This design comes from an exercise in tuning for small area, a short achievable clock period and few clock cycles per item on the open sky130 flow, not from production work.
In this exercise RTL edits were held to simulation tests only and were not proved equivalent to the original.

==> 09-20: inputs <==
// fnv_lane_mix
module fnv_lane_mix #(
  parameter int             LANES     = 4,
  parameter int             W         = 32,
  parameter logic [W-1:0]   FNV_PRIME = 32'h01000193
) (
  input  logic               clk,
  input  logic               rst,
  input  logic               in_valid,
  output logic               in_ready,
  input  logic [1:0]         mode,
  input  logic [LANES*W-1:0] a,
  input  logic [LANES*W-1:0] b,
  output logic               out_valid,
  input  logic               out_ready,
  output logic [LANES*W-1:0] c,
  output logic [W-1:0]       digest,
  output logic               out_err
);
  logic         adv;
  logic         v1_q, v2_q, v3_q;
  logic [1:0]   md1_q, md2_q, md3_q;
  logic         f1_q, f2_q;
  logic [W-1:0] r1_l0_q, r1_l3_q, r1_m1_q, r1_x1_q, r1_m2_q, r1_x2_q;
  logic [W-1:0] r2_l0_q, r2_l1_q, r2_l3_q, r2_m2_q, r2_x2_q;
  logic [W-1:0] r3_l0_q, r3_l1_q, r3_l3_q, r3_y2_q;
  logic [W-1:0] a0, a1, a2, a3, b0, b1, b2, b3;
  logic [W-1:0] bx0, bx1, bx2, bx3;
  logic [W-1:0] y0, y3, m1, x1, m2, x2, y1, y2;
  ...
export LEC_CHECK = 0
export CAP_MARGIN = 20
export CORE_MARGIN = 2
export CORE_UTILIZATION = 58
export CTS_BUF_LIST = sky130_fd_sc_hd__clkbuf_8
export CTS_CLUSTER_DIAMETER = 50
export CTS_CLUSTER_SIZE = 18
export GPL_ROUTABILITY_DRIVEN = 0
export SETUP_SLACK_MARGIN = 1.8
export SLEW_MARGIN = 20
create_clock -name core_clock -period 7.0 [get_ports {clk}]
standard.sh (not shown) runs the stock make flow with config.mk's settings and CLKGATE_MAP_FILE= SYNTH_SCRIPT=/design/flow/synth_recipe.tcl, a recipe that flattens the netlist after the stock synthesis.
==> flow/flow/run.sh <==
#!/bin/bash
# Standard layout, but the port buffers that placement inserts on every input and
# output are the smallest buffer (buf_1); timing repair resizes them where needed.
# Each step's full output goes to a log of its own here (ORFS also keeps its
# per-tool logs under orfs/logs/).
set -euo pipefail
for step in synth floorplan place cts route finish; do
  bash standard.sh BUFFER_PORTS_ARGS="-buffer_cell sky130_fd_sc_hd__buf_1" "$step" > "log_$step.txt" 2>&1
done
==> 09-26: changes against 09-20 <==
--- a/flow/design.v
+++ b/flow/design.v
@@ -13,82 +13,76 @@
   output logic               out_valid,
   input  logic               out_ready,
   output logic [LANES*W-1:0] c,
   output logic [W-1:0]       digest,
   output logic               out_err
 );
   logic         adv;
-  logic         v1_q, v2_q, v3_q;
-  logic [1:0]   md1_q, md2_q, md3_q;
-  logic         f1_q, f2_q;
+  logic         v1_q, v2_q;
+  logic [1:0]   md1_q, md2_q;
   logic [W-1:0] r1_l0_q, r1_l3_q, r1_m1_q, r1_x1_q, r1_m2_q, r1_x2_q;
   logic [W-1:0] r2_l0_q, r2_l1_q, r2_l3_q, r2_m2_q, r2_x2_q;
-  logic [W-1:0] r3_l0_q, r3_l1_q, r3_l3_q, r3_y2_q;
   logic [W-1:0] a0, a1, a2, a3, b0, b1, b2, b3;
-  logic [W-1:0] bx0, bx1, bx2, bx3;
+  logic         md0, md1, md2;
+  logic [W-1:0] p0, p3, p1, p2;
   logic [W-1:0] y0, y3, m1, x1, m2, x2, y1, y2;
-  logic         l2;
-  assign adv      = !v3_q || out_ready;
+  logic         f1, f2;
+  assign adv      = !v2_q || out_ready;
   assign in_ready = adv;
   assign {a3, a2, a1, a0} = a;
   assign {b3, b2, b1, b0} = b;
-  assign bx0 = mode[0] ? a0 ^ b0 : a0;
-  assign bx1 = mode[0] ? a1 ^ b1 : a1;
-  assign bx2 = mode[0] ? a2 ^ b2 : a2;
-  assign bx3 = mode[0] ? a3 ^ b3 : a3;
-  fnv_mulpx u_mul0 (.x(bx0), .k(mode[1] ? a1 : mode[0] ? '0 : b0), .y(y0));
-  fnv_mulpx u_mul3 (.x(bx3), .k(mode[0] ? '0 : b3), .y(y3));
-  assign m1 = bx1;
-  assign x1 = mode[1] ? a2 : mode[0] ? '0 : b1;
-  assign m2 = bx2;
-  assign x2 = mode[1] ? a3 : mode[0] ? '0 : b2;
-  fnv_mulpx u_mul1 (.x(f1_q ? r1_l0_q : r1_m1_q), .k(r1_x1_q), .y(y1));
-  assign l2 = !md2_q[1];
-  fnv_mulpx u_mul2 (.x(f2_q ? r2_l1_q : r2_m2_q), .k(r2_x2_q), .y(y2));
+  assign md0 = (mode == 2'd0);
+  assign md1 = (mode == 2'd1);
+  assign md2 = (mode == 2'd2);
+  fnv_mulp u_mul0 (.x(md1 ? (a0 ^ b0) : a0), .y(p0));
+  fnv_mulp u_mul3 (.x(md1 ? (a3 ^ b3) : a3), .y(p3));
+  assign y0 = p0 ^ (md0 ? b0 : md2 ? a1 : '0);
+  assign y3 = p3 ^ (md0 ? b3 : '0);
+  assign m1 = md1 ? (a1 ^ b1) : a1;
+  assign x1 = md0 ? b1 : md2 ? a2 : '0;
+  assign m2 = md1 ? (a2 ^ b2) : a2;
+  assign x2 = md0 ? b2 : md2 ? a3 : '0;
+  assign f1 = (md1_q == 2'd2);
+  fnv_mulp u_mul1 (.x(f1 ? r1_l0_q : r1_m1_q), .y(p1));
+  assign y1 = p1 ^ r1_x1_q;
+  assign f2 = (md2_q == 2'd2);
+  fnv_mulp u_mul2 (.x(r2_m2_q), .y(p2));
+  assign y2 = p2 ^ r2_x2_q;
   always_ff @(posedge clk) begin
     if (rst) begin
       v1_q <= 1'b0;
       v2_q <= 1'b0;
-      v3_q <= 1'b0;
     end else if (adv) begin
       v1_q <= in_valid;
       v2_q <= v1_q;
-      v3_q <= v2_q;
     end
   end
   always_ff @(posedge clk) begin
     if (adv) begin
       md1_q   <= mode;
-      f1_q    <= (mode == 2'd2);
       r1_l0_q <= y0;
       r1_l3_q <= y3;
       r1_m1_q <= m1;
       r1_x1_q <= x1;
       r1_m2_q <= m2;
       r1_x2_q <= x2;
       md2_q   <= md1_q;
-      f2_q    <= f1_q;
       r2_l0_q <= r1_l0_q;
       r2_l1_q <= y1;
       r2_l3_q <= r1_l3_q;
-      r2_m2_q <= r1_m2_q;
+      r2_m2_q <= f1 ? y1 : r1_m2_q;
       r2_x2_q <= r1_x2_q;
-      md3_q   <= md2_q;
-      r3_l0_q <= l2 ? r2_l0_q : '0;
-      r3_l1_q <= l2 ? r2_l1_q : '0;
-      r3_l3_q <= l2 ? r2_l3_q : '0;
-      r3_y2_q <= y2;
     end
   end
-  assign out_valid = v3_q;
-  assign c         = {r3_l3_q, md3_q[1] ? '0 : r3_y2_q, r3_l1_q, r3_l0_q};
-  assign digest    = (md3_q == 2'd2) ? r3_y2_q : '0;
-  assign out_err   = (md3_q == 2'd3);
+  assign out_valid = v2_q;
+  assign c         = md2_q[1] ? '0 : {r2_l3_q, y2, r2_l1_q, r2_l0_q};
+  assign digest    = f2 ? y2 : '0;
+  assign out_err   = (md2_q == 2'd3);
 endmodule
-module fnv_mulpx (input logic [31:0] x, input logic [31:0] k, output logic [31:0] y);
+module fnv_mulp (input logic [31:0] x, output logic [31:0] y);
   logic [31:0] r0, r1;
   logic t1, t2, t3, t4, t5, t6, t7, t8, t9, t10, t11, t12, t13, t14, t15, t16;
   logic t17, t18, t19, t20, t21, t22, t23, t24, t25, t26, t27, t28, t29, t30, t31, t32;
   logic t33, t34, t35, t36, t37, t38, t39, t40, t41, t42, t43, t44, t45, t46, t47, t48;
   logic t49, t50, t51, t52, t53, t54, t55, t56, t57, t58, t59, t60, t61, t62, t63, t64;
   logic t65, t66, t67, t68, t69, t70, t71, t72, t73, t74, t75, t76, t77, t78, t79, t80;
   logic t81, t82, t83, t84, t85, t86, t87, t88, t89, t90, t91, t92, t93, t94, t95, t96;
@@ -457,9 +451,9 @@
   assign cc[25] = gg73;
   assign cc[26] = gg74;
   assign cc[27] = gg75;
   assign cc[28] = gg76;
   assign cc[29] = gg77;
   assign cc[30] = gg78;
   assign cc[31] = gg79;
-  assign y = (p0 ^ k) ^ cc;
+  assign y = p0 ^ cc;
 endmodule
==> flow/flow/run.sh (replaced) <==
#!/bin/bash
# Standard layout, but the port buffers that placement inserts on every input and
# output are the smallest buffer (buf_1); timing repair resizes them where needed.
set -euo pipefail
bash standard.sh BUFFER_PORTS_ARGS="-buffer_cell sky130_fd_sc_hd__buf_1" finish > flow_standard.log 2>&1
Settings changed: CORE_UTILIZATION 58 to 65, CTS_CLUSTER_DIAMETER 50 to not set, CTS_CLUSTER_SIZE 18 to not set, GPL_ROUTABILITY_DRIVEN 0 to not set, SETUP_SLACK_MARGIN 1.8 to 1.4.
==> run notes <==
| quantity | 09-20 | 09-26 |
|---|---|---|
| Post-CTS setup-driven buffer insertion count | 7 | 61 |
| Reg-to-Reg Start | f1_q$_DFFE_PP_ | md1_q[0]$_DFFE_PP_ |
| Worst Reg2Reg Path Length in Cells | 17 | 19 |
| Worst slew margin | 29.6% | 28.7% |
| Run status | no timing/DRC/antenna violations | no timing/DRC/antenna violations |
| Nets in the synthesized netlist | 3452 | 3371 |
| Multi-input gate share of the layout cell area | 47.8% | 51.7% |
| Met3 track utilization from global routing | 6.67% | 8.80% |
| CP max FO | 16 | 4 |
| Number of vias per cell after detailed routing | 5.47 | 5.78 |
| Number of register bits inferred by synthesis | 491 | 358 |
| DPL Wire Length | 71300 um | 70600 um |
| Compound-cell area share of the yosys netlist | 6.48% | 5.04% |
| Worst Setup Slack post-DPL | 0.526 ns | 0.326 ns |
| CP Capture Point | r1_l3_q[19]$_DFFE_PP_ | c[92] |
| Core region area | 57500 sq um | 45200 sq um |
| Die width | 245 um | 218 um |
| Met1 usage | 41.6% | 51.6% |
| Most common cell after layout, fill and taps aside | sky130_fd_sc_hd__edfxtp_1 | sky130_fd_sc_hd__buf_1 |
| Initial core utilization | 58.4% | 65.6% |
| Later-pin clock latency in the skew report | 0.67 ns | 0.70 ns |
Testbench counts of 09-20, summed over its fixed seeds: cycles 4,824, items 4,800.
Testbench counts of 09-26, summed over its fixed seeds: cycles 4,816, items 4,800.

## what the ideal ports hide
The flow's constraints put no driver on any port. The routed layouts listed below were extracted and timed again, unchanged, in two steps. Step 1 sets driving cells, clkbuf_16 on the clock port and buf_2 on the other inputs (assumed; they add their load-dependent delay and slew). Step 2 times the ports against the registers' clock, not the clock port: input delays grow and output delays shrink by t, the midpoint of the rising clock arrivals with the driver on. Three values: ideal ports, drivers, drivers and shift; two values: the first two.
| run | t (ns) | setup slack, ns | slew at the worst register clock pin (ns) | cell pins on the clock port's net |
|---|---|---|---|---|
| 09-20 | 0.714 | 1.913 / 1.780 / 1.066 | 0.11 / 0.11 | 1 |
| 09-26 | 0.736 | 0.414 / 0.359 / 0.599 | 0.07 / 0.07 | 1 |
After both steps every run listed still meets setup and hold. For 09-20, which loses most, drivers alone change the setup slack by -0.133 ns; drivers and shift together by -0.847 ns.
